From an optimization exercise on the open Yosys and OpenROAD flow, aimed at a short achievable clock period and few clock cycles; shortcuts taken in it are not production practice.
No functional check of the RTL was part of any run shown here.
In every run shown here, the design's own scripts or RTL, not TritonCTS, make the clock network.
The clock input has no modelled driver; a real chip could not lean on it and would need a root buffer or a full tree.
Power and IR drop assume default switching activity.

## design/flow/config.mk

```make
export PLATFORM = sky130hd
export DESIGN_NAME = circuit_layout_top
export DESIGN_NICKNAME = circuit_layout_top
export VERILOG_FILES = /design/flow/design.v
export SDC_FILE = /design/flow/constraint.sdc
export NUM_CORES = 4
export LEC_CHECK = 0
export ABC_CLOCK_PERIOD_IN_PS = 2000
export CAP_MARGIN = 20
export CORE_MARGIN = 2
export CORE_UTILIZATION = 50
export SETUP_SLACK_MARGIN = 3.0
export SLEW_MARGIN = 20
export TNS_END_PERCENT = 100
```

## design/flow/constraint.sdc

```tcl
create_clock -name core_clock -period 5.0 [get_ports {clk}]
set_input_delay 1.0000 -clock core_clock [delete_from_list [all_inputs] [get_ports {clk}]]
set_output_delay 1.0000 -clock core_clock [all_outputs]
set_load 0.01 [all_outputs]
```

## design/flow/design.v

```verilog
package circuit_layout_pkg;
	localparam logic [8:0] CMD_LINE_FILLED = 9'd0;
	localparam logic [8:0] CMD_LINE_DASHED = 9'd1;
	localparam logic [8:0] CMD_SPRITE_V    = 9'd2;
	localparam logic [8:0] CMD_SPRITE_I    = 9'd3;
	localparam logic [8:0] CMD_SPRITE_R    = 9'd4;
	localparam logic [8:0] CMD_DOT         = 9'd5;
endpackage
`timescale 1ns/1ps
module circuit_layout_top (
	input  logic         clk,
	input  logic         rst,
	input  logic         elem_req,
	input  logic [31:0]  elem_rec,
	output logic         elem_ack,
	input  logic         run_req,
	output logic         run_ack,
	output logic         cmd_req,
	output logic [46:0]  cmd,
	input  logic         cmd_ack
);
	localparam int NE = 12;
	localparam int NN = 32;
	logic [4:0] in_a;
	logic [4:0] in_b;
	logic [1:0] in_k;
	assign in_a = elem_rec[31:27];
	assign in_b = elem_rec[26:22];
	assign in_k = elem_rec[21:20];
	logic [NE-1:0] neth;
	logic [NN-1:0] th;
	logic [NN-1:0] th_nx;
	logic [NN-1:0] deg1;
	logic [NN-1:0] deg2;
	logic [NE-1:0][4:0] tab_a;
	logic [NE-1:0][4:0] tab_b;
	logic [NE-1:0][1:0] tab_k;
	logic [NN-1:0] e0_oa;
	logic [NN-1:0] e0_ob;
	logic [2:0] settle;
	logic settled;
	logic [8:0] r0;
	logic [8:0] r1;
	function automatic logic [8:0] row0_fast(input logic [32:0] t);
		logic [8:0] r;
		r[0] = (t[1] & !t[2]) | (t[3] & !t[5]) | (t[6] & !t[8]) | (t[9] & !t[10]) | (t[11] & !t[12]) | (t[16] & !t[18]) | (t[19] & !t[20]) | (t[21] & !t[22]) | (t[23] & !t[25]) | (t[26] & !t[28]) | (t[30] & !t[32]);
		r[1] = (t[2] & !t[5]) | (t[6] & !t[7]) | (t[9] & !t[10]) | (t[12] & !t[13]) | (t[14] & !t[15]) | (t[16] & !t[17]) | (t[19] & !t[21]) | (t[23] & !t[26]) | (t[30] & !t[32]);
		r[2] = (t[6] & !t[7]) | (t[8] & !t[11]) | (t[12] & !t[14]) | (t[16] & !t[19]) | (t[23] & !t[30]);
		r[3] = (t[2] & !t[3]) | (t[5] & !t[8]) | (t[9] & !t[12]) | (t[16] & !t[23]);
		r[4] = !t[1] | (t[2] & !t[3]) | (t[4] & !t[5]) | (t[6] & !t[9]) | (t[16] & !t[32]);
		r[5] = !t[4] | (t[6] & !t[16]);
		r[6] = !t[1] | (t[2] & !t[6]);
		r[7] = !t[2];
		r[8] = 1'b0;
		row0_fast = r;
	endfunction
	function automatic logic [8:0] row1_fast(input logic [32:0] t);
		logic [8:0] r;
		r[0] = !t[32];
		r[1] = (t[2] & !t[3]) | (t[5] & !t[6]) | (t[8] & !t[9]) | (t[10] & !t[11]) | (t[12] & !t[16]) | (t[18] & !t[19]) | (t[20] & !t[21]) | (t[22] & !t[23]) | (t[25] & !t[26]) | (t[28] & !t[30]);
		r[2] = !t[3] | (t[7] & !t[8]) | (t[11] & !t[13]) | (t[14] & !t[15]) | (t[17] & !t[18]) | (t[20] & !t[22]) | (t[25] & !t[28]);
		r[3] = !t[3] | (t[5] & !t[8]) | (t[9] & !t[10]) | (t[11] & !t[12]) | (t[14] & !t[17]) | (t[20] & !t[25]);
		r[4] = !t[2] | (t[6] & !t[7]) | (t[9] & !t[11]) | (t[14] & !t[20]);
		r[5] = !t[3] | (t[4] & !t[5]) | (t[6] & !t[9]) | (t[14] & !t[32]);
		r[6] = (t[2] & !t[4]) | (t[6] & !t[14]);
		r[7] = (t[2] & !t[6]);
		r[8] = !t[2];
		row1_fast = r;
	endfunction
	function automatic logic [287:0] rows_all(input logic [32:0] t);
		logic [287:0] r;
		r[0] = (t[1] & !t[2]) | (t[3] & !t[5]) | (t[6] & !t[8]) | (t[9] & !t[10]) | (t[11] & !t[12]) | (t[16] & !t[18]) | (t[19] & !t[20]) | (t[21] & !t[22]) | (t[23] & !t[25]) | (t[26] & !t[28]) | (t[30] & !t[32]);
		r[1] = (t[2] & !t[5]) | (t[6] & !t[7]) | (t[9] & !t[10]) | (t[12] & !t[13]) | (t[14] & !t[15]) | (t[16] & !t[17]) | (t[19] & !t[21]) | (t[23] & !t[26]) | (t[30] & !t[32]);
		r[2] = (t[6] & !t[7]) | (t[8] & !t[11]) | (t[12] & !t[14]) | (t[16] & !t[19]) | (t[23] & !t[30]);
		r[3] = (t[2] & !t[3]) | (t[5] & !t[8]) | (t[9] & !t[12]) | (t[16] & !t[23]);
		r[4] = !t[1] | (t[2] & !t[3]) | (t[4] & !t[5]) | (t[6] & !t[9]) | (t[16] & !t[32]);
		r[5] = !t[4] | (t[6] & !t[16]);
		r[6] = !t[1] | (t[2] & !t[6]);
		r[7] = !t[2];
		r[8] = 1'b0;
		r[9] = !t[32];
		r[10] = (t[2] & !t[3]) | (t[5] & !t[6]) | (t[8] & !t[9]) | (t[10] & !t[11]) | (t[12] & !t[16]) | (t[18] & !t[19]) | (t[20] & !t[21]) | (t[22] & !t[23]) | (t[25] & !t[26]) | (t[28] & !t[30]);
		r[11] = !t[3] | (t[7] & !t[8]) | (t[11] & !t[13]) | (t[14] & !t[15]) | (t[17] & !t[18]) | (t[20] & !t[22]) | (t[25] & !t[28]);
		r[12] = !t[3] | (t[5] & !t[8]) | (t[9] & !t[10]) | (t[11] & !t[12]) | (t[14] & !t[17]) | (t[20] & !t[25]);
		r[13] = !t[2] | (t[6] & !t[7]) | (t[9] & !t[11]) | (t[14] & !t[20]);
		r[14] = !t[3] | (t[4] & !t[5]) | (t[6] & !t[9]) | (t[14] & !t[32]);
		r[15] = (t[2] & !t[4]) | (t[6] & !t[14]);
		r[16] = (t[2] & !t[6]);
		r[17] = !t[2];
		r[18] = (t[3] & !t[5]) | (t[6] & !t[8]) | (t[9] & !t[10]) | (t[11] & !t[12]) | (t[16] & !t[18]) | (t[19] & !t[20]) | (t[21] & !t[22]) | (t[23] & !t[25]) | (t[26] & !t[28]) | (t[30] & !t[32]);
		r[19] = (t[3] & !t[7]) | (t[8] & !t[11]) | (t[13] & !t[14]) | (t[15] & !t[17]) | (t[18] & !t[20]) | (t[22] & !t[25]) | (t[28] & !t[32]);
		r[20] = !t[6] | (t[14] & !t[16]) | (t[17] & !t[18]) | (t[19] & !t[21]) | (t[22] & !t[23]) | (t[26] & !t[28]) | (t[30] & !t[32]);
		r[21] = (t[3] & !t[6]) | (t[10] & !t[11]) | (t[12] & !t[13]) | (t[14] & !t[15]) | (t[17] & !t[19]) | (t[22] & !t[26]) | (t[30] & !t[32]);
		r[22] = (t[3] & !t[4]) | (t[6] & !t[7]) | (t[8] & !t[9]) | (t[10] & !t[12]) | (t[14] & !t[17]) | (t[22] & !t[30]);
		r[23] = !t[3] | (t[4] & !t[5]) | (t[6] & !t[8]) | (t[10] & !t[14]) | (t[22] & !t[32]);
		r[24] = !t[3] | (t[4] & !t[6]) | (t[10] & !t[22]);
		r[25] = (t[4] & !t[10]);
		r[26] = !t[4];
		r[27] = !t[32];
		r[28] = 1'b0;
		r[29] = !t[5] | (t[6] & !t[8]) | (t[9] & !t[10]) | (t[11] & !t[12]) | (t[16] & !t[18]) | (t[19] & !t[20]) | (t[21] & !t[22]) | (t[23] & !t[25]) | (t[26] & !t[28]) | (t[30] & !t[32]);
		r[30] = !t[5] | (t[6] & !t[7]) | (t[9] & !t[10]) | (t[12] & !t[13]) | (t[14] & !t[15]) | (t[16] & !t[17]) | (t[19] & !t[21]) | (t[23] & !t[26]) | (t[30] & !t[32]);
		r[31] = !t[6] | (t[7] & !t[8]) | (t[11] & !t[12]) | (t[14] & !t[16]) | (t[19] & !t[23]) | (t[30] & !t[32]);
		r[32] = !t[5] | (t[6] & !t[7]) | (t[9] & !t[11]) | (t[14] & !t[19]) | (t[30] & !t[32]);
		r[33] = !t[4] | (t[6] & !t[9]) | (t[14] & !t[30]);
		r[34] = (t[6] & !t[14]);
		r[35] = !t[6];
		r[36] = !t[5] | (t[6] & !t[8]) | (t[9] & !t[10]) | (t[11] & !t[12]) | (t[16] & !t[18]) | (t[19] & !t[20]) | (t[21] & !t[22]) | (t[23] & !t[25]) | (t[26] & !t[28]) | (t[30] & !t[32]);
		r[37] = !t[5] | (t[6] & !t[7]) | (t[9] & !t[10]) | (t[12] & !t[13]) | (t[14] & !t[15]) | (t[16] & !t[17]) | (t[19] & !t[21]) | (t[23] & !t[26]) | (t[30] & !t[32]);
		r[38] = (t[5] & !t[7]) | (t[9] & !t[10]) | (t[14] & !t[18]) | (t[20] & !t[21]) | (t[22] & !t[25]) | (t[26] & !t[28]);
		r[39] = !t[5] | (t[7] & !t[8]) | (t[10] & !t[13]) | (t[15] & !t[16]) | (t[17] & !t[19]) | (t[20] & !t[22]) | (t[23] & !t[26]) | (t[30] & !t[32]);
		r[40] = (t[5] & !t[6]) | (t[8] & !t[10]) | (t[11] & !t[12]) | (t[14] & !t[15]) | (t[17] & !t[20]) | (t[23] & !t[30]);
		r[41] = (t[6] & !t[7]) | (t[8] & !t[9]) | (t[11] & !t[14]) | (t[17] & !t[23]);
		r[42] = (t[5] & !t[6]) | (t[8] & !t[11]) | (t[17] & !t[32]);
		r[43] = !t[5] | (t[8] & !t[17]);
		r[44] = !t[8];
		r[45] = !t[32];
		r[46] = !t[6] | (t[8] & !t[9]) | (t[10] & !t[11]) | (t[12] & !t[16]) | (t[18] & !t[19]) | (t[20] & !t[21]) | (t[22] & !t[23]) | (t[25] & !t[26]) | (t[28] & !t[30]);
		r[47] = !t[6] | (t[7] & !t[9]) | (t[10] & !t[12]) | (t[13] & !t[14]) | (t[15] & !t[16]) | (t[17] & !t[19]) | (t[21] & !t[23]) | (t[26] & !t[30]);
		r[48] = (t[7] & !t[9]) | (t[10] & !t[14]) | (t[18] & !t[20]) | (t[21] & !t[22]) | (t[25] & !t[26]) | (t[28] & !t[32]);
		r[49] = !t[6] | (t[7] & !t[9]) | (t[11] & !t[12]) | (t[13] & !t[15]) | (t[17] & !t[18]) | (t[21] & !t[25]) | (t[28] & !t[32]);
		r[50] = (t[6] & !t[8]) | (t[10] & !t[11]) | (t[13] & !t[17]) | (t[21] & !t[28]);
		r[51] = (t[6] & !t[7]) | (t[10] & !t[13]) | (t[21] & !t[32]);
		r[52] = !t[6] | (t[10] & !t[21]);
		r[53] = !t[10];
		r[54] = !t[8] | (t[9] & !t[10]) | (t[11] & !t[12]) | (t[16] & !t[18]) | (t[19] & !t[20]) | (t[21] & !t[22]) | (t[23] & !t[25]) | (t[26] & !t[28]) | (t[30] & !t[32]);
		r[55] = !t[7] | (t[8] & !t[11]) | (t[13] & !t[14]) | (t[15] & !t[17]) | (t[18] & !t[20]) | (t[22] & !t[25]) | (t[28] & !t[32]);
		r[56] = (t[8] & !t[9]) | (t[10] & !t[11]) | (t[12] & !t[14]) | (t[17] & !t[20]) | (t[25] & !t[32]);
		r[57] = !t[7] | (t[8] & !t[10]) | (t[12] & !t[14]) | (t[16] & !t[18]) | (t[19] & !t[21]) | (t[22] & !t[23]) | (t[25] & !t[26]) | (t[28] & !t[30]);
		r[58] = !t[8] | (t[10] & !t[11]) | (t[13] & !t[15]) | (t[16] & !t[17]) | (t[19] & !t[22]) | (t[25] & !t[28]);
		r[59] = (t[7] & !t[8]) | (t[9] & !t[10]) | (t[12] & !t[13]) | (t[16] & !t[19]) | (t[25] & !t[32]);
		r[60] = (t[7] & !t[9]) | (t[12] & !t[16]) | (t[25] & !t[32]);
		r[61] = !t[7] | (t[12] & !t[25]);
		r[62] = !t[12];
		r[63] = !t[32];
		r[64] = 1'b0;
		r[65] = !t[32];
		r[66] = (t[8] & !t[9]) | (t[10] & !t[11]) | (t[12] & !t[16]) | (t[18] & !t[19]) | (t[20] & !t[21]) | (t[22] & !t[23]) | (t[25] & !t[26]) | (t[28] & !t[30]);
		r[67] = (t[8] & !t[11]) | (t[13] & !t[14]) | (t[15] & !t[17]) | (t[18] & !t[20]) | (t[22] & !t[25]) | (t[28] & !t[32]);
		r[68] = !t[9] | (t[10] & !t[12]) | (t[13] & !t[15]) | (t[18] & !t[22]) | (t[28] & !t[32]);
		r[69] = (t[8] & !t[10]) | (t[13] & !t[18]) | (t[28] & !t[32]);
		r[70] = !t[8] | (t[13] & !t[28]);
		r[71] = !t[13];
		r[72] = (t[9] & !t[10]) | (t[11] & !t[12]) | (t[16] & !t[18]) | (t[19] & !t[20]) | (t[21] & !t[22]) | (t[23] & !t[25]) | (t[26] & !t[28]) | (t[30] & !t[32]);
		r[73] = (t[9] & !t[10]) | (t[12] & !t[13]) | (t[14] & !t[15]) | (t[16] & !t[17]) | (t[19] & !t[21]) | (t[23] & !t[26]) | (t[30] & !t[32]);
		r[74] = !t[11] | (t[12] & !t[14]) | (t[16] & !t[19]) | (t[23] & !t[30]);
		r[75] = !t[10] | (t[11] & !t[18]) | (t[19] & !t[20]) | (t[21] & !t[22]) | (t[25] & !t[26]) | (t[28] & !t[30]);
		r[76] = (t[9] & !t[10]) | (t[13] & !t[14]) | (t[15] & !t[16]) | (t[17] & !t[19]) | (t[21] & !t[23]) | (t[25] & !t[28]);
		r[77] = !t[11] | (t[12] & !t[13]) | (t[15] & !t[17]) | (t[21] & !t[25]);
		r[78] = (t[9] & !t[12]) | (t[15] & !t[21]);
		r[79] = !t[9] | (t[15] & !t[32]);
		r[80] = !t[15];
		r[81] = !t[32];
		r[82] = (t[10] & !t[11]) | (t[12] & !t[16]) | (t[18] & !t[19]) | (t[20] & !t[21]) | (t[22] & !t[23]) | (t[25] & !t[26]) | (t[28] & !t[30]);
		r[83] = (t[11] & !t[13]) | (t[14] & !t[15]) | (t[17] & !t[18]) | (t[20] & !t[22]) | (t[25] & !t[28]);
		r[84] = !t[14] | (t[16] & !t[17]) | (t[18] & !t[19]) | (t[21] & !t[22]) | (t[23] & !t[26]) | (t[28] & !t[30]);
		r[85] = (t[13] & !t[14]) | (t[15] & !t[16]) | (t[17] & !t[18]) | (t[20] & !t[21]) | (t[23] & !t[25]) | (t[28] & !t[32]);
		r[86] = !t[10] | (t[11] & !t[12]) | (t[13] & !t[15]) | (t[17] & !t[20]) | (t[23] & !t[28]);
		r[87] = (t[11] & !t[13]) | (t[17] & !t[23]);
		r[88] = !t[11] | (t[17] & !t[32]);
		r[89] = !t[17];
		r[90] = (t[11] & !t[12]) | (t[16] & !t[18]) | (t[19] & !t[20]) | (t[21] & !t[22]) | (t[23] & !t[25]) | (t[26] & !t[28]) | (t[30] & !t[32]);
		r[91] = !t[11] | (t[13] & !t[14]) | (t[15] & !t[17]) | (t[18] & !t[20]) | (t[22] & !t[25]) | (t[28] & !t[32]);
		r[92] = (t[14] & !t[16]) | (t[17] & !t[18]) | (t[19] & !t[21]) | (t[22] & !t[23]) | (t[26] & !t[28]) | (t[30] & !t[32]);
		r[93] = (t[13] & !t[14]) | (t[15] & !t[16]) | (t[17] & !t[18]) | (t[20] & !t[21]) | (t[23] & !t[25]) | (t[28] & !t[32]);
		r[94] = !t[14] | (t[19] & !t[20]) | (t[22] & !t[23]) | (t[26] & !t[28]) | (t[30] & !t[32]);
		r[95] = !t[11] | (t[12] & !t[13]) | (t[15] & !t[17]) | (t[19] & !t[22]) | (t[26] & !t[30]);
		r[96] = (t[12] & !t[15]) | (t[19] & !t[26]);
		r[97] = !t[12] | (t[19] & !t[32]);
		r[98] = !t[19];
		r[99] = !t[32];
		r[100] = 1'b0;
		r[101] = !t[12] | (t[16] & !t[18]) | (t[19] & !t[20]) | (t[21] & !t[22]) | (t[23] & !t[25]) | (t[26] & !t[28]) | (t[30] & !t[32]);
		r[102] = (t[13] & !t[14]) | (t[15] & !t[17]) | (t[18] & !t[20]) | (t[22] & !t[25]) | (t[28] & !t[32]);
		r[103] = !t[14] | (t[16] & !t[17]) | (t[18] & !t[19]) | (t[21] & !t[22]) | (t[23] & !t[26]) | (t[28] & !t[30]);
		r[104] = !t[12] | (t[13] & !t[15]) | (t[16] & !t[18]) | (t[21] & !t[23]) | (t[28] & !t[32]);
		r[105] = (t[13] & !t[16]) | (t[21] & !t[28]);
		r[106] = !t[13] | (t[21] & !t[32]);
		r[107] = !t[21];
		r[108] = (t[16] & !t[18]) | (t[19] & !t[20]) | (t[21] & !t[22]) | (t[23] & !t[25]) | (t[26] & !t[28]) | (t[30] & !t[32]);
		r[109] = !t[13] | (t[14] & !t[15]) | (t[16] & !t[17]) | (t[19] & !t[21]) | (t[23] & !t[26]) | (t[30] & !t[32]);
		r[110] = (t[14] & !t[18]) | (t[20] & !t[21]) | (t[22] & !t[25]) | (t[26] & !t[28]);
		r[111] = (t[13] & !t[15]) | (t[17] & !t[18]) | (t[21] & !t[25]) | (t[28] & !t[32]);
		r[112] = !t[15] | (t[16] & !t[19]) | (t[20] & !t[21]) | (t[22] & !t[23]) | (t[26] & !t[28]) | (t[30] & !t[32]);
		r[113] = !t[13] | (t[14] & !t[16]) | (t[17] & !t[20]) | (t[22] & !t[26]) | (t[30] & !t[32]);
		r[114] = (t[14] & !t[17]) | (t[22] & !t[30]);
		r[115] = !t[14] | (t[22] & !t[32]);
		r[116] = !t[22];
		r[117] = !t[32];
		r[118] = !t[16] | (t[18] & !t[19]) | (t[20] & !t[21]) | (t[22] & !t[23]) | (t[25] & !t[26]) | (t[28] & !t[30]);
		r[119] = !t[14] | (t[15] & !t[16]) | (t[17] & !t[19]) | (t[21] & !t[23]) | (t[26] & !t[30]);
		r[120] = (t[14] & !t[16]) | (t[19] & !t[23]) | (t[30] & !t[32]);
		r[121] = !t[18] | (t[19] & !t[20]) | (t[21] & !t[22]) | (t[25] & !t[26]) | (t[28] & !t[30]);
		r[122] = !t[14] | (t[15] & !t[17]) | (t[19] & !t[21]) | (t[25] & !t[28]);
		r[123] = (t[15] & !t[19]) | (t[25] & !t[32]);
		r[124] = !t[15] | (t[25] & !t[32]);
		r[125] = !t[25];
		r[126] = (t[16] & !t[18]) | (t[19] & !t[20]) | (t[21] & !t[22]) | (t[23] & !t[25]) | (t[26] & !t[28]) | (t[30] & !t[32]);
		r[127] = (t[15] & !t[17]) | (t[18] & !t[20]) | (t[22] & !t[25]) | (t[28] & !t[32]);
		r[128] = (t[17] & !t[20]) | (t[25] & !t[32]);
		r[129] = !t[20];
		r[130] = !t[16] | (t[18] & !t[19]) | (t[21] & !t[22]) | (t[23] & !t[25]) | (t[26] & !t[28]) | (t[30] & !t[32]);
		r[131] = !t[15] | (t[17] & !t[18]) | (t[21] & !t[23]) | (t[26] & !t[30]);
		r[132] = (t[17] & !t[21]) | (t[26] & !t[32]);
		r[133] = !t[17] | (t[26] & !t[32]);
		r[134] = !t[26];
		r[135] = !t[32];
		r[136] = 1'b0;
		r[137] = !t[32];
		r[138] = 1'b0;
		r[139] = !t[16] | (t[18] & !t[19]) | (t[20] & !t[21]) | (t[22] & !t[23]) | (t[25] & !t[26]) | (t[28] & !t[30]);
		r[140] = !t[17] | (t[18] & !t[20]) | (t[22] & !t[25]) | (t[28] & !t[32]);
		r[141] = (t[18] & !t[22]) | (t[28] & !t[32]);
		r[142] = !t[18] | (t[28] & !t[32]);
		r[143] = !t[28];
		r[144] = !t[18] | (t[19] & !t[20]) | (t[21] & !t[22]) | (t[23] & !t[25]) | (t[26] & !t[28]) | (t[30] & !t[32]);
		r[145] = !t[17] | (t[19] & !t[21]) | (t[23] & !t[26]) | (t[30] & !t[32]);
		r[146] = !t[19] | (t[23] & !t[30]);
		r[147] = !t[23];
		r[148] = !t[18] | (t[19] & !t[20]) | (t[21] & !t[22]) | (t[23] & !t[25]) | (t[26] & !t[28]) | (t[30] & !t[32]);
		r[149] = !t[17] | (t[19] & !t[21]) | (t[23] & !t[26]) | (t[30] & !t[32]);
		r[150] = (t[19] & !t[23]) | (t[30] & !t[32]);
		r[151] = !t[19] | (t[30] & !t[32]);
		r[152] = !t[30];
		r[153] = !t[32];
		r[154] = (t[18] & !t[19]) | (t[20] & !t[21]) | (t[22] & !t[23]) | (t[25] & !t[26]) | (t[28] & !t[30]);
		r[155] = !t[18] | (t[20] & !t[22]) | (t[25] & !t[28]);
		r[156] = (t[20] & !t[25]);
		r[157] = !t[18] | (t[19] & !t[21]) | (t[22] & !t[23]) | (t[25] & !t[26]) | (t[28] & !t[30]);
		r[158] = !t[19] | (t[20] & !t[22]) | (t[25] & !t[28]);
		r[159] = (t[20] & !t[25]);
		r[160] = !t[20];
		r[161] = !t[32];
		r[162] = (t[19] & !t[20]) | (t[21] & !t[22]) | (t[23] & !t[25]) | (t[26] & !t[28]) | (t[30] & !t[32]);
		r[163] = !t[20] | (t[22] & !t[25]) | (t[28] & !t[32]);
		r[164] = (t[19] & !t[21]) | (t[22] & !t[23]) | (t[26] & !t[28]) | (t[30] & !t[32]);
		r[165] = !t[19] | (t[22] & !t[26]) | (t[30] & !t[32]);
		r[166] = !t[19] | (t[20] & !t[21]) | (t[23] & !t[25]) | (t[26] & !t[28]);
		r[167] = !t[20] | (t[22] & !t[23]) | (t[26] & !t[30]);
		r[168] = (t[22] & !t[26]);
		r[169] = !t[22];
		r[170] = !t[32];
		r[171] = !t[32];
		r[172] = 1'b0;
		r[173] = !t[20] | (t[21] & !t[22]) | (t[23] & !t[25]) | (t[26] & !t[28]) | (t[30] & !t[32]);
		r[174] = !t[21] | (t[23] & !t[26]) | (t[30] & !t[32]);
		r[175] = !t[20] | (t[21] & !t[22]) | (t[25] & !t[26]) | (t[28] & !t[32]);
		r[176] = !t[21] | (t[23] & !t[25]) | (t[28] & !t[30]);
		r[177] = (t[23] & !t[28]);
		r[178] = !t[23];
		r[179] = !t[32];
		r[180] = (t[21] & !t[22]) | (t[23] & !t[25]) | (t[26] & !t[28]) | (t[30] & !t[32]);
		r[181] = !t[21] | (t[23] & !t[26]) | (t[30] & !t[32]);
		r[182] = !t[21] | (t[22] & !t[25]) | (t[26] & !t[28]);
		r[183] = !t[22] | (t[23] & !t[26]) | (t[30] & !t[32]);
		r[184] = !t[21] | (t[22] & !t[25]) | (t[26] & !t[28]);
		r[185] = !t[22] | (t[23] & !t[26]) | (t[30] & !t[32]);
		r[186] = (t[23] & !t[30]);
		r[187] = !t[23];
		r[188] = !t[32];
		r[189] = !t[32];
		r[190] = (t[22] & !t[23]) | (t[25] & !t[26]) | (t[28] & !t[30]);
		r[191] = !t[23] | (t[26] & !t[30]);
		r[192] = !t[22] | (t[25] & !t[26]) | (t[28] & !t[32]);
		r[193] = !t[22] | (t[23] & !t[26]) | (t[30] & !t[32]);
		r[194] = !t[23] | (t[25] & !t[28]) | (t[30] & !t[32]);
		r[195] = (t[25] & !t[30]);
		r[196] = !t[25];
		r[197] = !t[32];
		r[198] = (t[23] & !t[25]) | (t[26] & !t[28]) | (t[30] & !t[32]);
		r[199] = !t[25] | (t[28] & !t[32]);
		r[200] = (t[25] & !t[32]);
		r[201] = !t[23] | (t[25] & !t[26]) | (t[28] & !t[30]);
		r[202] = !t[23] | (t[26] & !t[30]);
		r[203] = !t[25] | (t[26] & !t[28]);
		r[204] = (t[26] & !t[32]);
		r[205] = !t[26];
		r[206] = !t[32];
		r[207] = !t[32];
		r[208] = 1'b0;
		r[209] = !t[32];
		r[210] = (t[25] & !t[26]) | (t[28] & !t[30]);
		r[211] = !t[26] | (t[30] & !t[32]);
		r[212] = !t[25] | (t[28] & !t[30]);
		r[213] = (t[28] & !t[32]);
		r[214] = !t[28];
		r[215] = !t[32];
		r[216] = !t[25] | (t[26] & !t[28]) | (t[30] & !t[32]);
		r[217] = !t[26] | (t[30] & !t[32]);
		r[218] = !t[30];
		r[219] = (t[25] & !t[26]) | (t[28] & !t[30]);
		r[220] = (t[26] & !t[30]);
		r[221] = (t[25] & !t[26]) | (t[28] & !t[32]);
		r[222] = !t[25] | (t[28] & !t[32]);
		r[223] = !t[28];
		r[224] = !t[32];
		r[225] = !t[32];
		r[226] = !t[26] | (t[28] & !t[30]);
		r[227] = !t[28];
		r[228] = !t[26] | (t[28] & !t[30]);
		r[229] = !t[26] | (t[30] & !t[32]);
		r[230] = !t[28] | (t[30] & !t[32]);
		r[231] = (t[30] & !t[32]);
		r[232] = !t[30];
		r[233] = !t[32];
		r[234] = !t[28] | (t[30] & !t[32]);
		r[235] = (t[28] & !t[32]);
		r[236] = !t[28] | (t[30] & !t[32]);
		r[237] = (t[28] & !t[32]);
		r[238] = !t[32];
		r[239] = !t[28] | (t[30] & !t[32]);
		r[240] = (t[30] & !t[32]);
		r[241] = !t[30];
		r[242] = !t[32];
		r[243] = !t[32];
		r[244] = 1'b0;
		r[245] = !t[28] | (t[30] & !t[32]);
		r[246] = (t[28] & !t[32]);
		r[247] = 1'b0;
		r[248] = (t[28] & !t[30]);
		r[249] = !t[28];
		r[250] = !t[32];
		r[251] = !t[32];
		r[252] = (t[30] & !t[32]);
		r[253] = (t[30] & !t[32]);
		r[254] = 1'b0;
		r[255] = !t[32];
		r[256] = !t[32];
		r[257] = !t[30];
		r[258] = 1'b0;
		r[259] = !t[32];
		r[260] = !t[32];
		r[261] = !t[32];
		r[262] = !t[30];
		r[263] = !t[30];
		r[264] = (t[30] & !t[32]);
		r[265] = 1'b0;
		r[266] = (t[30] & !t[32]);
		r[267] = !t[30];
		r[268] = !t[32];
		r[269] = !t[32];
		r[270] = !t[32];
		r[271] = !t[32];
		r[272] = !t[32];
		r[273] = 1'b0;
		r[274] = !t[32];
		r[275] = !t[32];
		r[276] = 1'b0;
		r[277] = !t[32];
		r[278] = !t[32];
		r[279] = !t[32];
		r[280] = 1'b0;
		r[281] = !t[32];
		r[282] = 1'b0;
		r[283] = 1'b0;
		r[284] = 1'b0;
		r[285] = !t[32];
		r[286] = !t[32];
		r[287] = !t[32];
		rows_all = r;
	endfunction
	logic [NN-1:0] hit_a;
	logic [NN-1:0] hit_b;
	logic store;
	logic st_q;
	logic [4:0] a_q;
	logic [4:0] b_q;
	logic [1:0] k_q;
	assign store = elem_req && !elem_ack && !neth[NE-1] && (in_k != 2'd3);
	assign settled = settle[2] && settle[1];
	logic [NN-1:0] tin_q;
	always_ff @(posedge clk) begin
		a_q <= in_a;
		b_q <= in_b;
		k_q <= in_k;
		for (int n = 0; n < NN; n++) begin
			tin_q[n] <= (in_a >= 5'(n)) | (in_b >= 5'(n));
		end
	end
	always_comb begin
		for (int n = 0; n < NN; n++) begin
			hit_a[n] = (a_q == 5'(n));
			hit_b[n] = (b_q == 5'(n));
		end
		th_nx = th | tin_q;
	end
	always_ff @(posedge clk) begin
		if (rst) begin
			elem_ack <= 1'b0;
			neth <= '0;
			th <= '0;
			deg1 <= '0;
			deg2 <= '0;
			settle <= '0;
			st_q <= 1'b0;
			r0 <= '0;
			r1 <= '0;
		end else begin
			elem_ack <= elem_req;
			st_q <= store;
			if (st_q) begin
				settle <= '0;
			end else if (!(settle[2] && settle[1])) begin
				settle <= settle + 3'd1;
			end
			if (st_q) begin
				r0 <= row0_fast({1'b0, th_nx});
				r1 <= row1_fast({1'b0, th_nx});
				neth <= {neth[NE-2:0], 1'b1};
				th <= th_nx;
				deg1 <= deg1 | hit_a | hit_b;
				deg2 <= deg2 | (hit_a & hit_b) | (deg1 & (hit_a | hit_b));
			end
		end
	end
	always_ff @(posedge clk) begin
		if (st_q && !neth[0]) begin
			e0_oa <= hit_a;
			e0_ob <= hit_b;
			tab_k[0] <= k_q;
		end
		for (int i = 1; i < NE; i++) begin
			if (st_q && !neth[i] && neth[i - 1]) begin
				tab_a[i] <= a_q;
				tab_b[i] <= b_q;
				tab_k[i] <= k_q;
			end
		end
	end
	logic [NE-1:0] noh;
	assign noh = neth & ~{1'b0, neth[NE-1:1]};
	logic [NN-1:0][8:0] row_c;
	logic [9:0] sl0_c;
	logic [9:0] dl0_c;
	assign row_c = rows_all({1'b0, th});
	function automatic int sprite_left(input int e, input int ne);
		sprite_left = 20 + e * ((640 - 2 * 20) / ne) + ((640 - 2 * 20) / ne) / 2 - 44 / 2;
	endfunction
	function automatic int dot_left(input int e, input int ne);
		dot_left = 20 + e * ((640 - 2 * 20) / ne) + ((640 - 2 * 20) / ne) / 2 - 6 / 2;
	endfunction
	logic [9:0] sp_c;
	always_comb begin
		sp_c = '0;
		sl0_c = '0;
		dl0_c = '0;
		for (int i = 0; i < NE; i++) begin
			if (noh[i]) begin
				sp_c = sp_c | 10'((640 - 2 * 20) / (i + 1));
				sl0_c = sl0_c | 10'(sprite_left(0, i + 1));
				dl0_c = dl0_c | 10'(dot_left(0, i + 1));
			end
		end
	end
	logic [NN-1:0][8:0] row_s;
	logic [9:0] sl0;
	logic [9:0] dl0;
	logic [9:0] sp;
	always_ff @(posedge clk) begin
		row_s <= row_c;
		sl0 <= sl0_c;
		dl0 <= dl0_c;
		sp <= sp_c;
	end
	function automatic logic [8:0] row_of(input logic [NN-1:0] oh, input logic [NN-1:0][8:0] rows);
		logic [8:0] r;
		r = '0;
		for (int n = 0; n < NN; n++) begin
			if (oh[n]) begin
				r = r | rows[n];
			end
		end
		row_of = r;
	endfunction
	function automatic logic [17:0] row_of2(input logic [NN-1:0] oh, input logic [NN-1:0][8:0] rows);
		logic [8:0] lo;
		logic [8:0] hi;
		lo = '0;
		hi = '0;
		for (int n = 0; n < NN / 2; n++) begin
			if (oh[n]) begin
				lo = lo | rows[n];
			end
			if (oh[n + NN / 2]) begin
				hi = hi | rows[n + NN / 2];
			end
		end
		row_of2 = {hi, lo};
	endfunction
	function automatic logic [2:0] sprite_kind(input logic [1:0] k);
		case (k)
			2'd0: sprite_kind = 3'd2;
			2'd1: sprite_kind = 3'd3;
			default: sprite_kind = 3'd4;
		endcase
	endfunction
	logic [17:0] e0_pa, e0_pb;
	logic [8:0] e0_ra, e0_rb;
	logic [8:0] e0_ra2, e0_rb2;
	logic [9:0] e0_dab, e0_dba;
	logic [8:0] e0_top, e0_h, e0_da, e0_db;
	logic [2:0] e0_sk;
	logic [NE-1:0] eoh;
	logic [NE-1:0] peoh;
	logic [NE-1:0] pn_e;
	logic [4:0] pn_a_c, pn_b_c;
	logic [1:0] pn_k_c;
	logic [4:0] pn_a, pn_b;
	logic [1:0] pn_k;
	logic [NN-1:0] pn_oa, pn_ob;
	logic [2:0] pn_sk;
	logic [9:0] pn_sl, pn_dl;
	logic [17:0] pn_pa, pn_pb;
	logic [8:0] pn_ra2, pn_rb2;
	logic [9:0] pn_dab, pn_dba;
	logic [8:0] pn_top, pn_h, pn_da, pn_db;
	assign peoh = {eoh[NE-2:0], 1'b0};
	always_comb begin
		pn_a_c = '0;
		pn_b_c = '0;
		pn_k_c = '0;
		for (int i = 1; i < NE; i++) begin
			if (peoh[i]) begin
				pn_a_c = pn_a_c | tab_a[i];
				pn_b_c = pn_b_c | tab_b[i];
				pn_k_c = pn_k_c | tab_k[i];
			end
		end
	end
	always_ff @(posedge clk) begin
		e0_pa <= row_of2(e0_oa, row_s);
		e0_pb <= row_of2(e0_ob, row_s);
		e0_ra <= e0_pa[17:9] | e0_pa[8:0];
		e0_rb <= e0_pb[17:9] | e0_pb[8:0];
		e0_sk <= sprite_kind(tab_k[0]);
		e0_ra2 <= e0_ra;
		e0_rb2 <= e0_rb;
		e0_dab <= {1'b0, e0_ra} - {1'b0, e0_rb};
		e0_dba <= {1'b0, e0_rb} - {1'b0, e0_ra};
		e0_da <= e0_ra - 9'(10 / 2);
		e0_db <= e0_rb - 9'(10 / 2);
		e0_top <= e0_dab[9] ? e0_ra2 : e0_rb2;
		e0_h <= e0_dab[9] ? e0_dba[8:0] : e0_dab[8:0];
		pn_e <= peoh;
		pn_a <= pn_a_c;
		pn_b <= pn_b_c;
		pn_k <= pn_k_c;
		for (int n = 0; n < NN; n++) begin
			pn_oa[n] <= (pn_a == 5'(n));
			pn_ob[n] <= (pn_b == 5'(n));
		end
		pn_sk <= sprite_kind(pn_k);
		pn_pa <= row_of2(pn_oa, row_s);
		pn_pb <= row_of2(pn_ob, row_s);
		pn_ra2 <= pn_pa[17:9] | pn_pa[8:0];
		pn_rb2 <= pn_pb[17:9] | pn_pb[8:0];
		pn_dab <= {1'b0, pn_pa[17:9] | pn_pa[8:0]} - {1'b0, pn_pb[17:9] | pn_pb[8:0]};
		pn_dba <= {1'b0, pn_pb[17:9] | pn_pb[8:0]} - {1'b0, pn_pa[17:9] | pn_pa[8:0]};
		pn_da <= (pn_pa[17:9] | pn_pa[8:0]) - 9'(10 / 2);
		pn_db <= (pn_pb[17:9] | pn_pb[8:0]) - 9'(10 / 2);
		pn_top <= pn_dab[9] ? pn_ra2 : pn_rb2;
		pn_h <= pn_dab[9] ? pn_dba[8:0] : pn_dab[8:0];
	end
	logic phase;               
	logic [8:0] y;             
	logic [8:0] y_nx;          
	logic first;               
	logic [8:0] rp;            
	logic [NN-1:0] fs;         
	logic [NN-1:0] ts;         
	logic [1:0] sub;           
	logic [2:0] d_sk;
	logic [8:0] d_top, d_h, d_da, d_db;
	logic [9:0] d_sl, d_dl;
	logic cr;
	logic ra;
	logic started;
	logic done;
	logic cmd_valid;
	logic cmd_last;
	logic step;
	logic has;
	logic issue;
	logic ld_want;
	logic okq;
	logic phase_nx;
	logic settled_nx;
	logic last_e;
	logic track;
	logic track_q;
	logic dstep;
	logic [46:0] nx;
	assign has = neth[0];
	assign issue = !cr && !cmd_ack && run_req && !ra && !done && has && cmd_valid;
	assign ld_want = (cr && cmd_ack) || !cmd_valid;
	assign phase_nx = !started ? !th[1] : (phase || (step && !phase && !ts[0]));
	assign settled_nx = !st_q && (settled || settle == 3'd5);
	assign last_e = !(|(peoh & neth));
	assign track = !started || !phase || (eoh[0] && sub == 2'd0);
	assign dstep = step && phase && sub == 2'd2;
	always_comb begin
		if (!started) begin
			nx = {(deg2[0] ? circuit_layout_pkg::CMD_LINE_FILLED : circuit_layout_pkg::CMD_LINE_DASHED),
				9'd1, 10'((640 - 2 * 20)), r0, 10'(20)};
		end else if (!phase) begin
			nx = {(fs[0] ? circuit_layout_pkg::CMD_LINE_FILLED : circuit_layout_pkg::CMD_LINE_DASHED),
				9'd1, 10'((640 - 2 * 20)), y, 10'(20)};
		end else begin
			case (sub)
				2'd0: nx = {9'(d_sk), d_h, 10'(44), d_top, d_sl};
				2'd1: nx = {circuit_layout_pkg::CMD_DOT, 9'(10), 10'(6), d_da, d_dl};
				default: nx = {circuit_layout_pkg::CMD_DOT, 9'(10), 10'(6), d_db, d_dl};
			endcase
		end
	end
	always_ff @(posedge clk) begin
		if (rst) begin
			cmd_req <= 1'b0;
			run_ack <= 1'b0;
			cr <= 1'b0;
			ra <= 1'b0;
			started <= 1'b0;
			done <= 1'b0;
			cmd_valid <= 1'b0;
			step <= 1'b0;
			okq <= 1'b0;
		end else begin
			cr <= cr ? !cmd_ack : issue;
			cmd_req <= cmd_req ? !cmd_ack : issue;
			if (issue) begin
				started <= 1'b1;
				if (cmd_last) begin
					done <= 1'b1;
				end
			end
			if (run_ack) begin
				if (!run_req) begin
					run_ack <= 1'b0;
				end
			end else if (run_req && !cr && !cmd_ack && (done || !has)) begin
				run_ack <= 1'b1;
			end
			if (ra) begin
				if (!run_req) begin
					ra <= 1'b0;
				end
			end else if (run_req && !cr && !cmd_ack && (done || !has)) begin
				ra <= 1'b1;
				done <= 1'b0;
				started <= 1'b0;
			end
			step <= 1'b0;
			okq <= (started && !cmd_last) && (!phase_nx || settled_nx);
			if (!started) begin
				cmd_valid <= 1'b1;
				okq <= !phase_nx || settled_nx;
			end else if (ld_want) begin
				cmd_valid <= okq;
				step <= okq;
			end
		end
	end
	logic cmd_ld;
	logic [46:0] cmd_hold;
	assign cmd_ld = !started || (ld_want && okq);
	always_ff @(posedge clk) begin
		cmd <= cmd_ld ? nx : cmd_hold;
		if (cmd_ld) begin
			cmd_last <= started && phase && (sub == 2'd2) && last_e;
		end
	end
	always_ff @(posedge clk) begin
		if (rst) begin
			cmd_hold <= '0;
		end else if (cmd_ld) begin
			cmd_hold <= nx;
		end
	end
	always_ff @(posedge clk) begin
		rp <= row_s[1] - row_s[0];
	end
	always_ff @(posedge clk) begin
		if (!started) begin
			phase <= !th[1];
			y <= r1;
			first <= 1'b1;
			fs <= deg2 >> 1;
			ts <= th >> 2;
			eoh <= NE'(1);
			sub <= 2'd0;
		end else if (step) begin
			if (!phase) begin
				first <= 1'b0;
				y <= first ? row_s[2] : y_nx;
				y_nx <= first ? row_s[3] : y_nx + rp;
				fs <= fs >> 1;
				ts <= ts >> 1;
				if (!ts[0]) begin
					phase <= 1'b1;
				end
			end else if (sub == 2'd2) begin
				sub <= 2'd0;
				eoh <= peoh;
			end else begin
				sub <= sub + 2'd1;
			end
		end
	end
	always_ff @(posedge clk) begin
		track_q <= track;
		pn_sl <= d_sl + sp;
		pn_dl <= d_dl + sp;
	end
	always_ff @(posedge clk) begin
		if (track_q) begin
			d_sk <= e0_sk;
			d_top <= e0_top;
			d_h <= e0_h;
			d_da <= e0_da;
			d_db <= e0_db;
			d_sl <= sl0;
			d_dl <= dl0;
		end else if (dstep) begin
			d_sk <= pn_sk;
			d_top <= pn_top;
			d_h <= pn_h;
			d_da <= pn_da;
			d_db <= pn_db;
			d_sl <= pn_sl;
			d_dl <= pn_dl;
		end
	end
endmodule
```

## design/flow/flow/run.sh

```bash
#!/bin/bash
# ORFS's standard flow with its clock tree step replaced by flow/mytree.tcl.
set -euo pipefail
bash standard.sh PRE_CTS_TCL="$PWD/flow/pre_cts.tcl" finish > standard_flow.log 2>&1
```

## design/flow/flow/mytree.tcl

```tcl
# Two-level clock tree: the clock port drives a few root buffers, each root
# buffer drives leaf buffers placed at k-means centroids of the flip-flops.
proc mytree_build {leaf_size nroot} {
  set block [ord::get_db_block]
  set db [ord::get_db]
  set clknet [$block findNet clk]
  set master [$db findMaster sky130_fd_sc_hd__clkbuf_16]
  set sinks {}
  foreach it [$clknet getITerms] {
    set inst [$it getInst]
    lassign [$inst getLocation] x y
    set w [[$inst getMaster] getWidth]
    set h [[$inst getMaster] getHeight]
    lappend sinks [list $it [expr {$x + $w / 2}] [expr {$y + $h / 2}]]
  }
  set n [llength $sinks]
  set k [expr {int(ceil(double($n) / $leaf_size))}]
  # k-means, seeded along the sink order sorted by x
  set sorted [lsort -real -index 1 $sinks]
  set cx {}; set cy {}
  for {set i 0} {$i < $k} {incr i} {
    set s [lindex $sorted [expr {int(($i + 0.5) * $n / $k)}]]
    lappend cx [lindex $s 1]; lappend cy [lindex $s 2]
  }
  for {set iter 0} {$iter < 30} {incr iter} {
    set sx [lrepeat $k 0.0]; set sy [lrepeat $k 0.0]; set cnt [lrepeat $k 0]
    set assign {}
    foreach s $sinks {
      set x [lindex $s 1]; set y [lindex $s 2]
      set best 0; set bd 1e30
      for {set i 0} {$i < $k} {incr i} {
        set dx [expr {$x - [lindex $cx $i]}]; set dy [expr {$y - [lindex $cy $i]}]
        set d [expr {$dx*$dx + $dy*$dy}]
        if {$d < $bd} { set bd $d; set best $i }
      }
      lappend assign $best
      lset sx $best [expr {[lindex $sx $best] + $x}]
      lset sy $best [expr {[lindex $sy $best] + $y}]
      lset cnt $best [expr {[lindex $cnt $best] + 1}]
    }
    for {set i 0} {$i < $k} {incr i} {
      if {[lindex $cnt $i] > 0} {
        lset cx $i [expr {[lindex $sx $i] / [lindex $cnt $i]}]
        lset cy $i [expr {[lindex $sy $i] / [lindex $cnt $i]}]
      }
    }
  }
  # leaf buffers
  set leaves {}
  for {set i 0} {$i < $k} {incr i} {
    if {[lindex $cnt $i] == 0} { lappend leaves {}; continue }
    set inst [odb::dbInst_create $block $master "ctsl_$i"]
    $inst setLocation [expr {int([lindex $cx $i])}] [expr {int([lindex $cy $i])}]
    $inst setPlacementStatus PLACED
    set net [odb::dbNet_create $block "clkl_$i"]
    $net setSigType CLOCK
    [$inst findITerm X] connect $net
    lappend leaves [list $inst [lindex $cx $i] [lindex $cy $i]]
  }
  set idx 0
  foreach s $sinks {
    set i [lindex $assign $idx]
    set it [lindex $s 0]
    $it disconnect
    $it connect [$block findNet "clkl_$i"]
    incr idx
  }
  # root buffers: split the leaves by angle around their centre
  set lv {}
  foreach l $leaves { if {$l ne {}} { lappend lv $l } }
  set mx 0.0; set my 0.0
  foreach l $lv { set mx [expr {$mx + [lindex $l 1]}]; set my [expr {$my + [lindex $l 2]}] }
  set mx [expr {$mx / [llength $lv]}]; set my [expr {$my / [llength $lv]}]
  set la {}
  foreach l $lv { lappend la [list [lindex $l 0] [lindex $l 1] [lindex $l 2] [expr {atan2([lindex $l 2] - $my, [lindex $l 1] - $mx)}]] }
  set la [lsort -real -index 3 $la]
  set nl [llength $la]
  for {set r 0} {$r < $nroot} {incr r} {
    set grp [lrange $la [expr {$r * $nl / $nroot}] [expr {($r + 1) * $nl / $nroot - 1}]]
    set gx 0.0; set gy 0.0
    foreach l $grp { set gx [expr {$gx + [lindex $l 1]}]; set gy [expr {$gy + [lindex $l 2]}] }
    set gx [expr {$gx / [llength $grp]}]; set gy [expr {$gy / [llength $grp]}]
    set inst [odb::dbInst_create $block $master "ctsr_$r"]
    $inst setLocation [expr {int($gx)}] [expr {int($gy)}]
    $inst setPlacementStatus PLACED
    set net [odb::dbNet_create $block "clkr_$r"]
    $net setSigType CLOCK
    [$inst findITerm X] connect $net
    [$inst findITerm A] connect $clknet
    foreach l $grp { [[lindex $l 0] findITerm A] connect $net }
  }
  puts "mytree: $n sinks, $nl leaf buffers, $nroot root buffers"
}
```

## design/flow/flow/pre_cts.tcl

```tcl
# Replace TritonCTS with a two-level tree (mytree.tcl); the rest of ORFS's
# CTS step (legalisation, timing repair) runs unchanged.
source [file join [file dirname [info script]] mytree.tcl]
rename clock_tree_synthesis _orfs_clock_tree_synthesis
proc clock_tree_synthesis {args} {
  mytree_build 16 4
}
```

## design/flow/standard.sh

```bash
#!/bin/bash
# synth_recipe.tcl (not shown) runs the flow's synth.tcl, then flattens the netlist and writes it again
# the make line also repeats each setting of config.mk as NAME=value (left out here)
make -C /OpenROAD-flow-scripts/flow DESIGN_CONFIG=/design/flow/config.mk WORK_HOME=/design/flow/orfs CLKGATE_MAP_FILE= SYNTH_SCRIPT=/design/flow/synth_recipe.tcl "${@:-finish}"
```

==> results.json, run 1 <==
{
  "synthArstFlopShare_pct": 0,
  "clk_latency_ns": 0.56,
  "holdCritPathClass": "reg -> reg",
  "overflow": 0,
  "crit_path_max_fanout": 1,
  "syn_to_final_growth_pct": 11.0,
  "cp-startpoint": "cmd[18]",
  "worstPathCellList": "dlymetal6s2s_1",
  "hold_viol_final": 0,
  "period_needed_ns": 2.12,
  "drc": 0,
  "p_per_area_nw_per_um2": 354,
  "cp.arrival_ns": 1.12,
  "dp.cells": 5098,
  "drt_wl_total_um": 151000,
  "drt_iter0_markers": 4292,
  "ant_nets": 0,
  "grt_usage_pct": 32.0,
  "worst_r2r_path_depth": 3,
  "final_cells": 5248,
  "grt_pass1_vias": 31800,
  "dieHeight_um": 304,
  "drt_pass1_iterations": 8,
  "dp_slack_ns": 1.93,
  "fill_cells": 7588,
  "synth-seq-cells": 1163,
  "yosysWarnings": 1,
  "path_buf_inv": 1,
  "worstMarginPinSlew_ns": 1.18,
  "yosysSeqAreaShare_pct": 59.4,
  "setup_tns_ns": 0,
  "skew_ns": 0.0942,
  "grt_start_max_net_pins": 104,
  "port_buffers": 66,
  "setup_ws_ns": 2.88,
  "io_pins": 87,
  "synthCells": 4102,
  "vias_per_cell": 6.35,
  "critPathSlowestCell": "dfxtp_4",
  "critPathCaptureType": "primary output",
  "worst-r2r-setup-slack_ns": 2.92,
  "r2r_end": "r0[5]",
  "synth_top_cells_by_area": "dfxtp_1 37%, edfxtp_1 23%, nor2_1 3.3%",
  "antenna_found_initial": 5,
  "finalSetupViolCount": 0,
  "grt_first_pass_wirelength_um": 218000,
  "start_kind": "register",
  "clock.fmax_mhz": 471,
  "path_clk_slew_ns": 0.08,
  "core_area_um2": 88600,
  "slew_headroom_pct": 21.4,
  "post-dp-hpwl_um": 107000,
  "synth_fp_nets": 4220,
  "regArea_um2": 26800,
  "reg2reg_from": "th[16]",
  "yosysTopAreaCellShare_pct": 36.8,
  "drive_gt1_share_pct": 14.8,
  "min_period_over_period_pct": 42.5,
  "die_area_um2": 92100,
  "status": "timing/DRC/antenna clean",
  "gp_congestion": 1.04,
  "fin_nets": 4201,
  "path_depth": 1,
  "rsz0062_at_grt": "true",
  "via_count": 33300,
  "initial_core_util_pct": 50.6,
  "critPathMaxStageDelay_ns": 0.43,
  "netlist_area_um2": 44900,
  "ys_types": 81,
  "multi_input_area_um2": 17300,
  "rows": 109,
  "crit_family": "flip-flops",
  "avgSynthCellArea_um2": 10.9,
  "maxCapViolCount": 0,
  "cp-endpoint": "cmd[18]",
  "slew_violations": 0,
  "synth_edf_count": 338,
  "ir_worst_vdd_mv": 0.300,
  "yosysTopAreaCell": "dfxtp_1",
  "die_w_um": 304,
  "wl_per_cell_um": 28.8,
  "synth_ff_type": "dfxtp_1",
  "leakagePower_nw": 18.9,
  "worstPathRequired_ns": 4.00,
  "path_class": "reg -> out"
}
[final cells by class]
type	count	area share, %
multi-input cells	2516	34.8
diodes	2	0.0101
well taps	1165	2.93
flip-flops and latches	1163	53.8
plain buffers	77	3.87
repair buffers	163	3.39
inverters	162	1.28
[synthesized netlist by cell type (all sizes together) (11+ instances only)]
library cell / instances
dfxtp: 825
nor2: 396
edfxtp: 338
nand2: 236
clkbuf: 220
o21ai: 203
a21oi: 199
inv: 153
a22o: 144
a221oi: 138
a22oi: 123
mux2: 122
nand3: 82
nor2b: 80
nand4: 75
ha: 73
xnor2: 65
nor3: 60
buf: 45
mux2i: 44
nand2b: 41
a222oi: 38
or2: 36
and2: 32
maj3: 32
nor4: 28
and3: 22
or3: 22
a211oi: 20
nand3b: 20
and4: 14
or4: 12
or3b: 11
[worst min path at each step]
stage	start	endpoint	slack [ns]	cells past startpoint
2_1_floorplan	e0_dba[0]	e0_h[0]	0.31	0
6_report	pn_dab[0]	pn_h[0]	0.33	0
3_5_place_dp	pn_dab[0]	pn_h[0]	0.31	0
3_3_place_gp	pn_dab[0]	pn_h[0]	0.31	0
4_1_cts	pn_dab[0]	pn_h[0]	0.31	0
5_1_grt	pn_dab[0]	pn_h[0]	0.34	0
[per-stage QoR]
stage                     area (um^2)  total power, mW  hold WS, ns  utilization (%)
final                           49800             17.6        0.327             56.2
after global routing            49800             18.1        0.338             56.1
after CTS                       49400             16.7        0.315             55.8
after detailed placement        46200             12.0        0.315             52.2
after global placement          46200             12.0        0.312             52.1
after floorplan                 45000             11.4        0.310                -
[cells by family after synthesis]
logic type | after synthesis | synth area share [%]
flip-flops | 1163 | 59.4
adder cells (fa/ha/maj) | 113 | 3.11
AND/OR/NAND/NOR | 1189 | 13.1
multiplexers | 166 | 4.04
XOR/XNOR | 75 | 1.46
buffers and inverters | 427 | 3.73
AO/OA/AOI/OAI | 969 | 15.1
[sequential cells by signal, summed over array words and instances, names as in the netlist, 18 cells and up]
register	flops
th	31
e0_ob	32
pn_pb	18
tab_a	55
e0_pa	18
tin_q	31
cmd_hold	47
tab_b	55
row_s	171
e0_oa	32
e0_pb	18
pn_ob	32
fs	31
deg1	32
tab_k	24
ts	30
deg2	32
pn_oa	32
pn_pa	18
cmd	47
[routing by layer]
metal	GRT usage (%)	wire, um	up-vias	part of all wire (%)
met4	15.1	8990	2	5.9
met1	42.9	61400	16100	41
met5	0	13	-	0.0086
li1	-	-	14900	-
met2	50.1	67000	1865	44
met3	6.12	13900	475	9.2
[layout by cell type, fill, tap and decap left out, drive strengths merged, types with 65 or more instances in the layout]
cell type / Yosys / layout
nor2: 396 / 397
o21ai: 203 / 203
a22oi: 123 / 123
nor2b: 80 / 80
buf: 45 / 121
xnor2: 65 / 65
dfxtp: 825 / 825
nand4: 75 / 75
mux2: 122 / 122
nand3: 82 / 82
edfxtp: 338 / 338
a21oi: 199 / 199
inv: 153 / 152
ha: 73 / 73
nand2: 236 / 236
clkbuf: 220 / 101
a221oi: 138 / 138
a22o: 144 / 144
[power by group]
part	total, mW	leakage (nW)	internal [mW]	switching [mW]
Clock	5.57	0.949	2.68	2.89
Combinational	1.35	7.92	0.567	0.778
Sequential	10.7	10.1	10.1	0.608
[repair_timing]
item                       in CTS  in global routing
hold buffers                    0                  0
pin swaps                      60                 27
setup endpoints to repair     581                302
gates cloned                   11                  0
gates resized for setup       282                218
buffers inserted               44                 16
==> run 2: changes to the inputs <==
--- a/design/flow/design.v
+++ b/design/flow/design.v
@@ -568,2 +568,3 @@
 	logic [8:0] rp;            
+	logic [8:0] y_add;         
 	logic [NN-1:0] fs;         
@@ -680,2 +681,3 @@
 		rp <= row_s[1] - row_s[0];
+		y_add <= y_nx + rp;
 	end
@@ -694,3 +696,3 @@
 				y <= first ? row_s[2] : y_nx;
-				y_nx <= first ? row_s[3] : y_nx + rp;
+				y_nx <= first ? row_s[3] : y_add;
 				fs <= fs >> 1;
==> run 2 against run 1 <==
Combinational power hardly changed. Worst setup slack better by 0.041 ns. Fmax is 2.0% higher. Via count is 0.53% higher. Final cell count is 0.69% higher. Die area is 0.52% higher. Design area is 0.58% higher. Critical path depth is 5 higher. Core utilization is 0.36 points lower. Critical path type is now reg -> reg. Critical endpoint is now pn_dab[7]. Highest routed layer unchanged.
==> results.json, run 2 <==
{
  "status": "timing/DRC/antenna clean",
  "clk_latency_ns": 0.54,
  "wl_per_cell_um": 29.0,
  "rsz0062_at_grt": "true",
  "cp.arrival_ns": 2.51,
  "dieHeight_um": 304,
  "yosysTopAreaCell": "dfxtp_1",
  "min_period_over_period_pct": 41.6,
  "crit_path_max_fanout": 4,
  "yosysSeqAreaShare_pct": 59.5,
  "p_comb_share_pct": 7.7,
  "skew_ns": 0.0653,
  "synth_ff_type": "dfxtp_1",
  "rows": 110,
  "p_int_mw": 13.5,
  "slew_violations": 0,
  "synth_fp_nets": 4225,
  "power.share.switching_pct": 24.2,
  "ys_types": 78,
  "holdCritPathClass": "reg -> reg",
  "critPathSlowestCell": "or4_4",
  "ctsHoldBuffers": 0,
  "final_cells": 5284,
  "layout_commonest_cell": "dfxtp_1",
  "maxCapViolCount": 0,
  "gp_congestion": 1.02,
  "grt_first_pass_wirelength_um": 222000,
  "path_buf_inv": 1,
  "reg_top3": "row_s (171), tab_a (55), tab_b (55)",
  "clock.fmax_mhz": 480,
  "drt_pass1_iterations": 6,
  "setup_ws_ns": 2.92,
  "worstPathRequired_ns": 5.43,
  "drt_iter0_markers": 4013,
  "mostFrequentLayoutCells": "787 x dfxtp_1, 363 x nor2_1, 338 x edfxtp_1, 231 x nand2_1, 202 x a21oi_1",
  "leakagePower_nw": 19.0,
  "synthArstFlopShare_pct": 0,
  "post-dp-hpwl_um": 108000,
  "worstPathCellList": "nor2_1 -> inv_1 -> ha_1 -> or4_4 -> a31oi_4 -> xnor2_1",
  "yosys-top-cells-count": "834 x dfxtp_1, 382 x nor2_1, 338 x edfxtp_1",
  "clockPowerShare_pct": 31.6,
  "io_pins": 87,
  "p_per_area_nw_per_um2": 356,
  "die_w_um": 304,
  "ir_worst_vdd_mv": 0.346,
  "syn_to_final_growth_pct": 11.0,
  "synth_edf_count": 338,
  "synthCells": 4107,
  "top_register": "row_s",
  "synth-seq-cells": 1172,
  "vias_per_cell": 6.34,
  "overflow": 0,
  "critPathCaptureType": "register",
  "final_core_util_pct": 55.8,
  "netlist_area_um2": 45100,
  "start_kind": "register",
  "dp.cells": 5113,
  "yosysTopAreaCellShare_pct": 37.0,
  "die_area_um2": 92600,
  "grt_start_max_net_pins": 78,
  "ant_nets": 0,
  "finalSetupViolCount": 0,
  "yosysWarnings": 1,
  "worstMarginPinSlew_ns": 1.22,
  "avgSynthCellArea_um2": 11.0,
  "synth_top_cells_by_area": "dfxtp_1 37%, edfxtp_1 23%, mux2_2 3.3%",
  "grt_pass1_vias": 32400,
  "synth_most_common_cell": "dfxtp_1",
  "port_buffers": 66,
  "dp_slack_ns": 1.62,
  "crit_family": "simple AND/OR/NAND/NOR gates",
  "path_clk_slew_ns": 0.08,
  "hold_viol_final": 0,
  "initial_core_util_pct": 50.3,
  "antenna_found_initial": 6,
  "drt_wl_total_um": 153000,
  "p_switching_mw": 4.32,
  "grt_usage_pct": 31.9,
  "slew_headroom_pct": 18.9,
  "period_needed_ns": 2.08,
  "path_class": "reg -> reg",
  "pwr-share-seq_pct": 60.7,
  "drive_gt1_share_pct": 14.9,
  "critPathMaxStageDelay_ns": 0.55,
  "core_area_um2": 89700,
  "largest_reg_flops": 171,
  "drc": 0,
  "via_count": 33500,
  "setup_tns_ns": 0,
  "fin_nets": 4226
}
==> run 2: cell types whose count changed after synthesis, sizes merged, moves of 11 or more <==
cell / delta
and2: -12
clkbuf: +11
inv: +14
nand3: +20
nor2b: -14
o21ai: -41
==> run 2: worst paths after layout <==
path | slack (ns) | start | cells past startpoint | to
min | 0.33 | pn_dab[0] | 0 | pn_h[0]
max | 2.92 | pn_pa[12] | 6 | pn_dab[7]
min reg2reg | 0.33 | pn_dab[0] | 0 | pn_h[0]
max reg2reg | 2.92 | pn_pa[12] | 6 | pn_dab[7]
==> run 2: cells by family (layout without fill, tap and decap cells) <==
group | Yosys count | after routing | share of synthesized area [%]
other cells | 0 | 2 | 0
buf+inv | 441 | 433 | 3.78
flops | 1172 | 1172 | 59.5
mux | 178 | 178 | 4.31
compound gates | 965 | 965 | 15.2
simple gates | 1161 | 1168 | 12.6
fa+ha+maj | 113 | 113 | 3.09
xor+xnor | 77 | 77 | 1.50
==> run 2: metrics by stage <==
step                total power, mW  hold slack [ns]  area (um^2)
global route                   18.4            0.335        50100
global placement               12.2            0.312        46500
finish                         17.8            0.329        50100
CTS                            16.9            0.312        49800
floorplan                      11.6            0.310        45200
detailed placement             12.2            0.312        46500
==> run 2: area by class of cell <==
cell class	instances	area, um^2
antenna	2	5.00
buffer	78	1950
fill	7751	39700
inverter	174	681
multi-input combinational	2501	17300
sequential	1172	26900
tap	1176	1470
timing repair buffer	180	1680
timing repair inverter	1	11.3
==> run 2: power groups by stage <==
stage | registers [mW] | clock network, mW | logic [mW]
finish | 10.8 | 5.63 | 1.37
detailed placement | 11.0 | 0 | 1.22
floorplan | 10.6 | 0 | 0.957
CTS | 11.0 | 4.56 | 1.32
global placement | 11.0 | 0 | 1.21
global route | 10.8 | 6.06 | 1.50
==> run 2: metal layers <==
metal / part of all wire (%) / global-route usage (%) / routed length (um)
met1: 42 / 44.2 / 64400
met2: 44 / 49.9 / 67400
met3: 8.9 / 5.29 / 13600
met4: 5.0 / 13.2 / 7620
met5: 0.0085 / 0 / 13
==> run 2: worst register-to-register path, delay by kind of cell, from the launching register on <==
family | cells | cell delay, ns
AND/OR/NAND/NOR | 2 | 0.89
flip-flops | 1 | 0.32
adder cells (fa/ha/maj) | 1 | 0.30
buffers and inverters | 1 | 0.19
AO/OA/AOI/OAI | 1 | 0.19
XOR/XNOR | 1 | 0.13
==> run 2: timing repair <==
action,4_1_cts,5_1_grt
endpoints found under the setup margin,596,301
buffers inserted,68,14
hold endpoints to repair,0,0
gates cloned,8,1
gates resized for setup,263,202
pin swaps,53,22

## what the ideal ports hide
The results above use ideal ports. As a check the final layouts listed here were re-extracted and re-timed, cells and wires unchanged.
Step 1, drivers: a clkbuf_16 drives clk and a buf_2 each remaining input, both assumed.
Step 2 moves the port delays by t, midway between the first and last clock arrival at a register: inputs arrive t later, outputs are due t later. That takes back most of the time a late clock gives input paths.
Slacks: ideal / step 1 / step 2; pairs: ideal / step 1.
| run | shift t [ns] | setup WS [ns] | hold WS [ns] |
|---|---|---|---|
| run 1 | 0.668 | 2.877 / 2.724 / 2.542 | 0.327 / 0.327 / 0.327 |
| run 2 | 0.665 | 2.919 / 2.821 / 2.645 | 0.329 / 0.329 / 0.329 |
After both steps setup and hold are still met in every run listed. For run 1, which loses most, drivers alone change the setup slack by -0.153 ns; drivers and shift together by -0.335 ns.
